Context: an optimization exercise on an open-source flow, tuned for small area, a short achievable clock period and few clock cycles per item. The choices shown serve that exercise and are no tape-out recipe.
RTL that was checked went through simulation tests only; none was proved equivalent to the original.
Power is estimated from default activity; no workload was simulated.

oak:
// averaged_current_sense
module averaged_current_sense (
  input  wire logic                            clk,
  input  wire logic                            rst,
  input  wire logic                            s_valid,
  output logic                                 s_ready,
  input  wire logic [acs_pkg::CH_W-1:0]        s_channel,
  input  wire logic                            s_kind,
  input  wire logic [acs_pkg::SAMPLE_BITS-1:0] s_sample,
  output logic                                 r_valid,
  input  wire logic                            r_ready,
  output logic [acs_pkg::CH_W-1:0]             r_channel,
  output logic                                 r_kind,
  output logic [acs_pkg::SAMPLE_BITS-1:0]      r_average,
  output logic [acs_pkg::MA_W-1:0]             r_current_ma,
  input  wire logic                            cfg_we,
  input  wire logic [acs_pkg::CFG_IDX_W-1:0]   cfg_index,
  input  wire logic [acs_pkg::CFG_W-1:0]       cfg_data
);
Size in the first run: ~3200 cells after synthesis, roughly 75 I/O pins, roughly 30000 um2 of cells after synthesis.
export LEC_CHECK = 0
export ABC_AREA = 1
export ABC_CLOCK_PERIOD_IN_PS = 3500
export CAP_MARGIN = 20
export CORE_MARGIN = 2
export CORE_UTILIZATION = 40
export CTS_BUF_LIST = sky130_fd_sc_hd__clkbuf_4 sky130_fd_sc_hd__clkbuf_8
export CTS_CLUSTER_SIZE = 30
export SETUP_SLACK_MARGIN = 5.0
export SLEW_MARGIN = 20
create_clock -name core_clock -period 8.5 [get_ports {clk}]
standard.sh (not shown) runs the stock make flow with config.mk's settings and CLKGATE_MAP_FILE= SYNTH_SCRIPT=/design/flow/synth_recipe.tcl, a recipe that flattens the netlist after the stock synthesis.
==> flow/flow/run.sh <==
#!/bin/bash
# The standard layout, with buf_2 port buffers and resizing not held to a cell's footprint.
bash standard.sh MATCH_CELL_FOOTPRINT=0 "BUFFER_PORTS_ARGS=-buffer_cell sky130_fd_sc_hd__buf_2" finish > standard.log 2>&1
Testbench counts of oak, summed over its fixed seeds: cycles 16,657, items 4,813.
Modified inputs, pine compared to oak
- CTS_CLUSTER_DIAMETER: unset -> 100
- CTS_CLUSTER_SIZE: 30 -> 12
- PLACE_DENSITY: unset -> 0.5
==> flow/flow/run.sh <==
#!/bin/bash
# The standard layout, with buf_2 port buffers, resizing not held to a cell's
# footprint, and timing repair aiming at 5.2 ns of setup slack.
bash standard.sh MATCH_CELL_FOOTPRINT=0 "BUFFER_PORTS_ARGS=-buffer_cell sky130_fd_sc_hd__buf_2" SETUP_SLACK_MARGIN=5.2 finish > standard.log 2>&1
Findings:
oak -> pine: mean area per synthesized cell delta 0, exact match
pine against oak: first-pass GRT wire length +about 10%; number of maximum-capacitance constraint violations about even.
From oak to pine the numbers moved as follows: fraction of power consumed by the clock network lower; cell count lower.
oak has lower detailed-route wire length than pine.
Here is what was changed in the inputs of birch compared with pine.
- PLACE_DENSITY removed (was 0.5)
- CTS_CLUSTER_SIZE changed from 12 to 15
==> flow/flow/run.sh <==
#!/bin/bash
# The standard layout, with buf_2 port buffers and resizing not held to a cell's footprint.
bash standard.sh MATCH_CELL_FOOTPRINT=0 "BUFFER_PORTS_ARGS=-buffer_cell sky130_fd_sc_hd__buf_2" finish > standard.log 2>&1
## What came out
Diff pine -> birch | wire length of the first global-routing pass | down by a little under 10%. Compared with pine, birch instantiates a smaller number of cells. birch against pine: fmax -about 4%; clock network power share -0.3 points; cell area after layout -about 4%; post-route clock period utilization +1.5 points. When the final numbers for pine and birch were put side by side, the total global-route track usage turned out to be greater in pine. birch has less setup slack than pine.
### birch -> maple
- CTS_BUF_LIST now sky130_fd_sc_hd__clkbuf_8 sky130_fd_sc_hd__clkbuf_16, was sky130_fd_sc_hd__clkbuf_4 sky130_fd_sc_hd__clkbuf_8
- CTS_CLUSTER_SIZE now 30, was 15
## What came out
maple against birch: maximum level of the CTS H-tree has decreased; count of plain and timing-repair buffers in the layout has decreased; first-pass GRT wire length has decreased.
Looking at initial DRC count, maple sits 68 higher than birch does.


== the previous run ==
averaged_current_sense again, from the RTL that the note above started with.
// averaged_current_sense
module averaged_current_sense (
  input  wire logic                            clk,
  input  wire logic                            rst,
  input  wire logic                            s_valid,
  output logic                                 s_ready,
  input  wire logic [acs_pkg::CH_W-1:0]        s_channel,
  input  wire logic                            s_kind,
  input  wire logic [acs_pkg::SAMPLE_BITS-1:0] s_sample,
  output logic                                 r_valid,
  input  wire logic                            r_ready,
  output logic [acs_pkg::CH_W-1:0]             r_channel,
  output logic                                 r_kind,
  output logic [acs_pkg::SAMPLE_BITS-1:0]      r_average,
  output logic [acs_pkg::MA_W-1:0]             r_current_ma,
  input  wire logic                            cfg_we,
  input  wire logic [acs_pkg::CFG_IDX_W-1:0]   cfg_index,
  input  wire logic [acs_pkg::CFG_W-1:0]       cfg_data
);
  logic [acs_pkg::CNT_W-1:0]  meas_lim;    
  logic [acs_pkg::CNT_W-1:0]  cal_lim;     
  logic [acs_pkg::DB_W-1:0]   deadband;
  logic [acs_pkg::GAIN_W-1:0] gain;
  always_ff @(posedge clk) begin
    if (rst) begin
      meas_lim <= acs_pkg::CNT_W'(64 - 1);
      cal_lim  <= acs_pkg::CNT_W'(200 - 1);
      deadband <= acs_pkg::DB_W'(149);
      gain     <= acs_pkg::GAIN_W'(5158);
    end else if (cfg_we) begin
      case (cfg_index)
        acs_pkg::REG_MEASURE_COUNT:   meas_lim <= acs_pkg::count_limit(cfg_data[acs_pkg::LEN_W-1:0]);
        acs_pkg::REG_CALIBRATE_COUNT: cal_lim  <= acs_pkg::count_limit(cfg_data[acs_pkg::LEN_W-1:0]);
        acs_pkg::REG_DEADBAND:        deadband <= cfg_data[acs_pkg::DB_W-1:0];
        default:                      gain     <= cfg_data[acs_pkg::GAIN_W-1:0];
      endcase
    end
  end
  logic stall;
  logic j_free;
  logic hold;
  assign stall = r_valid && !r_ready;
  ...
==> flow/config.mk <==
export PLATFORM = sky130hd
export DESIGN_NAME = averaged_current_sense
export DESIGN_NICKNAME = averaged_current_sense
export VERILOG_FILES = /design/flow/design.v
export SDC_FILE = /design/flow/constraint.sdc
export NUM_CORES = 4
export LEC_CHECK = 0
export ABC_AREA = 1
export ABC_CLOCK_PERIOD_IN_PS = 3500
export CAP_MARGIN = 20
export CORE_MARGIN = 2
export CORE_UTILIZATION = 40
export CTS_BUF_LIST = sky130_fd_sc_hd__clkbuf_4 sky130_fd_sc_hd__clkbuf_8
export CTS_CLUSTER_DIAMETER = 100
export CTS_CLUSTER_SIZE = 12
export PLACE_DENSITY = 0.7
export SETUP_SLACK_MARGIN = 5.0
export SLEW_MARGIN = 20
==> flow/constraint.sdc <==
create_clock -name core_clock -period 8.5 [get_ports {clk}]
set_input_delay 1.7000 -clock core_clock [delete_from_list [all_inputs] [get_ports {clk}]]
set_output_delay 1.7000 -clock core_clock [all_outputs]
set_load 0.01 [all_outputs]
==> flow/flow/run.sh <==
#!/bin/bash
# The standard layout, with buf_2 port buffers, resizing not held to a cell's
# footprint, and timing repair aiming at 5.2 ns of setup slack.
bash standard.sh MATCH_CELL_FOOTPRINT=0 "BUFFER_PORTS_ARGS=-buffer_cell sky130_fd_sc_hd__buf_2" SETUP_SLACK_MARGIN=5.2 finish > standard.log 2>&1
Per the final summary, the previous run finished and its layout is clean on timing, DRC and antenna.
Testbench counts of the previous run, summed over its fixed seeds: cycles 16,657, items 4,813.
Input changes introduced in the current run (baseline for comparison: the previous run):
# the previous run
export LEC_CHECK = 0
export ABC_AREA = 1
export ABC_CLOCK_PERIOD_IN_PS = 3500
export CAP_MARGIN = 20
export CORE_MARGIN = 2
export CORE_UTILIZATION = 40
export CTS_BUF_LIST = sky130_fd_sc_hd__clkbuf_4 sky130_fd_sc_hd__clkbuf_8
export CTS_CLUSTER_DIAMETER = 100
export CTS_CLUSTER_SIZE = 12
export PLACE_DENSITY = 0.7
export SETUP_SLACK_MARGIN = 5.0
export SLEW_MARGIN = 20
create_clock -name core_clock -period 8.5 [get_ports {clk}]
# the current run
export LEC_CHECK = 0
export ABC_AREA = 1
export ABC_CLOCK_PERIOD_IN_PS = 3500
export CAP_MARGIN = 20
export CORE_MARGIN = 2
export CORE_UTILIZATION = 40
export CTS_BUF_LIST = sky130_fd_sc_hd__clkbuf_4 sky130_fd_sc_hd__clkbuf_8
export CTS_CLUSTER_SIZE = 30
export SETUP_SLACK_MARGIN = 5.0
export SLEW_MARGIN = 20
create_clock -name core_clock -period 8.5 [get_ports {clk}]
==> flow/flow/run.sh <==
#!/bin/bash
# The standard layout, with buf_2 port buffers, resizing not held to a cell's
# footprint, and timing repair aiming at 5.5 ns of setup slack.
bash standard.sh MATCH_CELL_FOOTPRINT=0 "BUFFER_PORTS_ARGS=-buffer_cell sky130_fd_sc_hd__buf_2" SETUP_SLACK_MARGIN=5.5 finish > standard.log 2>&1
[summary]
The current run completed every stage of the flow, and the final layout passed the timing, DRC and antenna checks. Compared the current run vs the previous run, and hold slack is down in the current run. Compared with the previous run, the current run supports a higher clock frequency. From the previous run to the current run the numbers moved as follows: core utilization climbed 4.8 points, number of global-route vias before repair climbed 1257. Design area of the current run exceeds that of the previous run by more than 10%. Comparing global-route usage for the previous run and the current run, the bigger number came from the current run. Taking the previous run as the reference point, the per-cell via count in the routed design of the current run rises by about 0.5%.


averaged_current_sense, a different RTL version from the one above (not shown whole).
For scale: ~2700 cells after synthesis, roughly 530 flip-flops, about 0.031 mm² of cells after synthesis.
## averaged_current_sense
module averaged_current_sense (
  input  wire logic                            clk,
  input  wire logic                            rst,
  input  wire logic                            s_valid,
  output logic                                 s_ready,
  input  wire logic [acs_pkg::CH_W-1:0]        s_channel,
  input  wire logic                            s_kind,
  input  wire logic [acs_pkg::SAMPLE_BITS-1:0] s_sample,
  output logic                                 r_valid,
  input  wire logic                            r_ready,
  output logic [acs_pkg::CH_W-1:0]             r_channel,
  output logic                                 r_kind,
  output logic [acs_pkg::SAMPLE_BITS-1:0]      r_average,
  output logic [acs_pkg::MA_W-1:0]             r_current_ma,
  input  wire logic                            cfg_we,
  input  wire logic [acs_pkg::CFG_IDX_W-1:0]   cfg_index,
  input  wire logic [acs_pkg::CFG_W-1:0]       cfg_data
);
clock: 8.5 ns
lec_check: 0
abc_clock_period_in_ps: 3500
cap_margin: 20
core_margin: 2
core_utilization: 40
setup_slack_margin: 4.7
slew_margin: 20
run.sh (not shown) runs the stock make flow with config.mk's settings and CLKGATE_MAP_FILE= SYNTH_SCRIPT=/design/flow/synth_recipe.tcl, a recipe that flattens the netlist after the stock synthesis.
Stock flow here: none of the scripts above is used.
Testbench counts at the start, summed over its fixed seeds: cycles 16,657, items 4,813.
Edit:
==> flow/flow/run.sh (new file) <==
#!/bin/bash
# The standard layout, with buf_2 port buffers and resizing not held to a cell's footprint.
bash standard.sh MATCH_CELL_FOOTPRINT=0 "BUFFER_PORTS_ARGS=-buffer_cell sky130_fd_sc_hd__buf_2" finish > standard.log 2>&1
==> flow/standard.sh (new file) <==
#!/bin/bash
# synth_recipe.tcl (not shown) runs the flow's synth.tcl, then flattens the netlist and writes it again
# the make line also repeats each setting of config.mk as NAME=value (left out here)
make -C /OpenROAD-flow-scripts/flow DESIGN_CONFIG=/design/flow/config.mk WORK_HOME=/design/flow/orfs CLKGATE_MAP_FILE= SYNTH_SCRIPT=/design/flow/synth_recipe.tcl "${@:-finish}"
removed: flow/run.sh
First-iteration DRC count came out lower by about 5%; clock power came out lower by about 4%; final area came out lower by 1.1%; total power came out lower by about 1.8%; die area does not change.


Another version of the RTL of averaged_current_sense (not shown whole).
Size: about 1900 cells after synthesis, ~430 flip-flops, ~23000 um2 of cells after synthesis.
==> flow/config.mk <==
export PLATFORM = sky130hd
export DESIGN_NAME = averaged_current_sense
export DESIGN_NICKNAME = averaged_current_sense
export VERILOG_FILES = /design/flow/design.v
export SDC_FILE = /design/flow/constraint.sdc
export NUM_CORES = 4
export LEC_CHECK = 0
export ABC_CLOCK_PERIOD_IN_PS = 3500
export CAP_MARGIN = 20
export CORE_MARGIN = 2
export CORE_UTILIZATION = 60
export PLACE_DENSITY = 0.7
export SETUP_SLACK_MARGIN = 4.7
export SLEW_MARGIN = 20
==> flow/constraint.sdc <==
create_clock -name core_clock -period 8.5 [get_ports {clk}]
set_input_delay 1.7000 -clock core_clock [delete_from_list [all_inputs] [get_ports {clk}]]
set_output_delay 1.7000 -clock core_clock [all_outputs]
set_load 0.01 [all_outputs]
standard.sh (not shown) runs the stock make flow with config.mk's settings and CLKGATE_MAP_FILE= SYNTH_SCRIPT=/design/flow/synth_recipe.tcl, a recipe that flattens the netlist after the stock synthesis.
==> flow/flow/run.sh <==
#!/bin/bash
# The standard layout, with buf_2 port buffers and resizing not held to a cell's footprint.
bash standard.sh MATCH_CELL_FOOTPRINT=0 "BUFFER_PORTS_ARGS=-buffer_cell sky130_fd_sc_hd__buf_2" finish > standard.log 2>&1
Rerun with:
- CTS_BUF_LIST: unset -> sky130_fd_sc_hd__clkbuf_4 sky130_fd_sc_hd__clkbuf_8
Result: Critical path depth drops by 1; sequential share of layout area climbs by 0.15 points; sequential power hardly moves; final cell count climbs by 1.9%; die area is unchanged; routed wire length drops by 0.88%; area after synthesis does not change; synthesized cell count stays the same; power drops by 2.7%.
Rerun with:
- CORE_UTILIZATION: 60 -> 40
- CTS_BUF_LIST: sky130_fd_sc_hd__clkbuf_4 sky130_fd_sc_hd__clkbuf_8 -> unset
- PLACE_DENSITY: 0.7 -> unset
After rerunning:
- power is about the same
- worst setup slack gets better by 0.053 ns
- synthesized cell count is unchanged
- worst hold slack improves by 0.011 ns
No functional check of the RTL was part of any run of this note.


Setup of indigo:
averaged_current_sense, a different RTL version from the one above (not shown whole).
For scale: about 2600 cells after synthesis, roughly 530 flip-flops, ~31000 um2 of cells after synthesis.
clock: 8.5 ns
lec_check: 0
abc_clock_period_in_ps: 3500
cap_margin: 20
core_margin: 2
core_utilization: 40
setup_slack_margin: 4.7
slew_margin: 20
Scripts as last shown in full above: flow/flow/run.sh
The inputs of lagoon differ from those of indigo as listed below.
Settings: an added CTS_CLUSTER_SIZE of 30; an added CTS_BUF_LIST of sky130_fd_sc_hd__clkbuf_4 sky130_fd_sc_hd__clkbuf_8; an added ABC_AREA of 1.
The worst setup path category comes out primary input to flop in one run and flop to flop in the other, namely in lagoon and indigo respectively.
On number of filler instances in the final layout, the lower figure sits with indigo, not lagoon.
Combinational family with the most area after synthesis: adder cells -> indigo, simple AND/OR/NAND/NOR gates -> lagoon
Summary — H-tree level count, lagoon relative to indigo: higher, by 1.
Clock transition at the registers of the reported paths: indigo vs lagoon — no meaningful difference
For lagoon, the critical path's slowest cell was sky130_fd_sc_hd__nand2_4, unlike indigo, where it was sky130_fd_sc_hd__edfxtp_1.
Delta (lagoon minus indigo): fraction of area in multi-input gates -2.7 points, final cell count without fillers +456.
Function was not checked in any run of this note: the RTL went through the layout flow alone.


averaged_current_sense with an RTL version that a note above also has.
Size: about 3200 cells after synthesis, roughly 540 flip-flops, ~30000 um2 of cells after synthesis.
clock: 8.5 ns
lec_check: 0
abc_area: 1
abc_clock_period_in_ps: 3500
cap_margin: 20
core_margin: 2
core_utilization: 40
cts_buf_list: sky130_fd_sc_hd__clkbuf_4 sky130_fd_sc_hd__clkbuf_8
cts_cluster_size: 30
setup_slack_margin: 5.0
slew_margin: 20
==> flow/flow/run.sh <==
#!/bin/bash
# The standard layout, with buf_2 port buffers, resizing not held to a cell's
# footprint, and timing repair aiming at 5.2 ns of setup slack.
bash standard.sh MATCH_CELL_FOOTPRINT=0 "BUFFER_PORTS_ARGS=-buffer_cell sky130_fd_sc_hd__buf_2" SETUP_SLACK_MARGIN=5.2 finish > standard.log 2>&1
Testbench counts at the start, summed over its fixed seeds: cycles 16,657, items 4,813.
Change:
==> flow/flow/run.sh (replaced) <==
#!/bin/bash
# The standard layout, with buf_2 port buffers, resizing not held to a cell's
# footprint, and timing repair aiming at 5.35 ns of setup slack.
bash standard.sh MATCH_CELL_FOOTPRINT=0 "BUFFER_PORTS_ARGS=-buffer_cell sky130_fd_sc_hd__buf_2" SETUP_SLACK_MARGIN=5.35 finish > standard.log 2>&1
Settings changed: CTS_CLUSTER_DIAMETER from default to 100, CTS_CLUSTER_SIZE 30 to 12.
What happened: The new run completed without violations; design area rose by 0.97%; clock power fell by 33%; critical path depth rose by 13.
Change:
==> flow/flow/run.sh (replaced) <==
#!/bin/bash
# The standard layout, with buf_2 port buffers, resizing not held to a cell's
# footprint, and timing repair aiming at 5.2 ns of setup slack.
bash standard.sh MATCH_CELL_FOOTPRINT=0 "BUFFER_PORTS_ARGS=-buffer_cell sky130_fd_sc_hd__buf_2" SETUP_SLACK_MARGIN=5.2 finish > standard.log 2>&1
Settings changed: CTS_CLUSTER_SIZE 12 to 15.
Effect: Clock-buffer cell count decreases by 16. Non-clock buffer count came out lower by 75. Power shrinks by 7.0%. Hold slack improved by 0.019 ns. Sequential cell count does not change. Routed wire length drops by 2.3%. Maximum frequency stays flat. Setup slack is worse by 0.0086 ns.

[static timing again, ports no longer ideal]
In the flow no input, the clock included, has a driving cell. The finished layouts below were timed again as built, in two steps.
Step 1 (the two cells are an assumption about what drives the block):
set clk [get_ports {clk}]
set_driving_cell -lib_cell sky130_fd_sc_hd__clkbuf_16 $clk
set_driving_cell -lib_cell sky130_fd_sc_hd__buf_2 [delete_from_list [all_inputs] $clk]
Step 2 times the ports against the registers' clock, not the clock port: input delays grow and output delays shrink by t, the midpoint of the rising clock arrivals with the driver on.
a / b / c = ideal ports / drivers / drivers and shift; a / b = the first two.
run	t, ns	setup slack, ns	slew at the worst register clock pin (ns)	worst data-port slew with drivers (ns)
oak	0.753	5.098 / 5.098 / 4.404	0.06 / 0.06	0.12
pine	0.719	5.231 / 5.231 / 4.688	0.10 / 0.10	0.06
birch	0.715	5.100 / 5.100 / 4.433	0.11 / 0.11	0.13
maple	0.663	5.076 / 5.076 / 4.547	0.12 / 0.12	0.12
the previous run	0.707	5.127 / 5.127 / 4.649	0.09 / 0.09	0.06
the current run	0.738	5.139 / 5.139 / 4.763	0.07 / 0.07	0.12
the first run of note 3	0.677	4.688 / 4.688 / 4.156	0.07 / 0.07	0.13
the second run of note 3	0.685	4.654 / 4.654 / 4.147	0.07 / 0.07	0.12
the first run of note 4	0.601	4.684 / 4.684 / 4.332	0.06 / 0.06	0.05
the second run of note 4	0.658	4.691 / 4.691 / 4.240	0.07 / 0.07	0.05
the third run of note 4	0.606	4.744 / 4.744 / 4.300	0.07 / 0.07	0.05
indigo	0.681	4.686 / 4.686 / 4.218	0.07 / 0.07	0.11
lagoon	0.758	4.884 / 4.917 / 4.170	0.06 / 0.06	0.06
the first run of note 6	0.742	5.259 / 5.254 / 4.511	0.07 / 0.07	0.11
the second run of note 6	0.738	5.240 / 5.240 / 4.750	0.10 / 0.10	0.11
the third run of note 6	0.707	5.231 / 5.231 / 4.646	0.12 / 0.12	0.10
After both steps setup and hold are still met in every run listed. The setup slack of the first run of note 6, which loses most, moves by -0.005 ns with the drivers and by -0.748 ns with both steps.
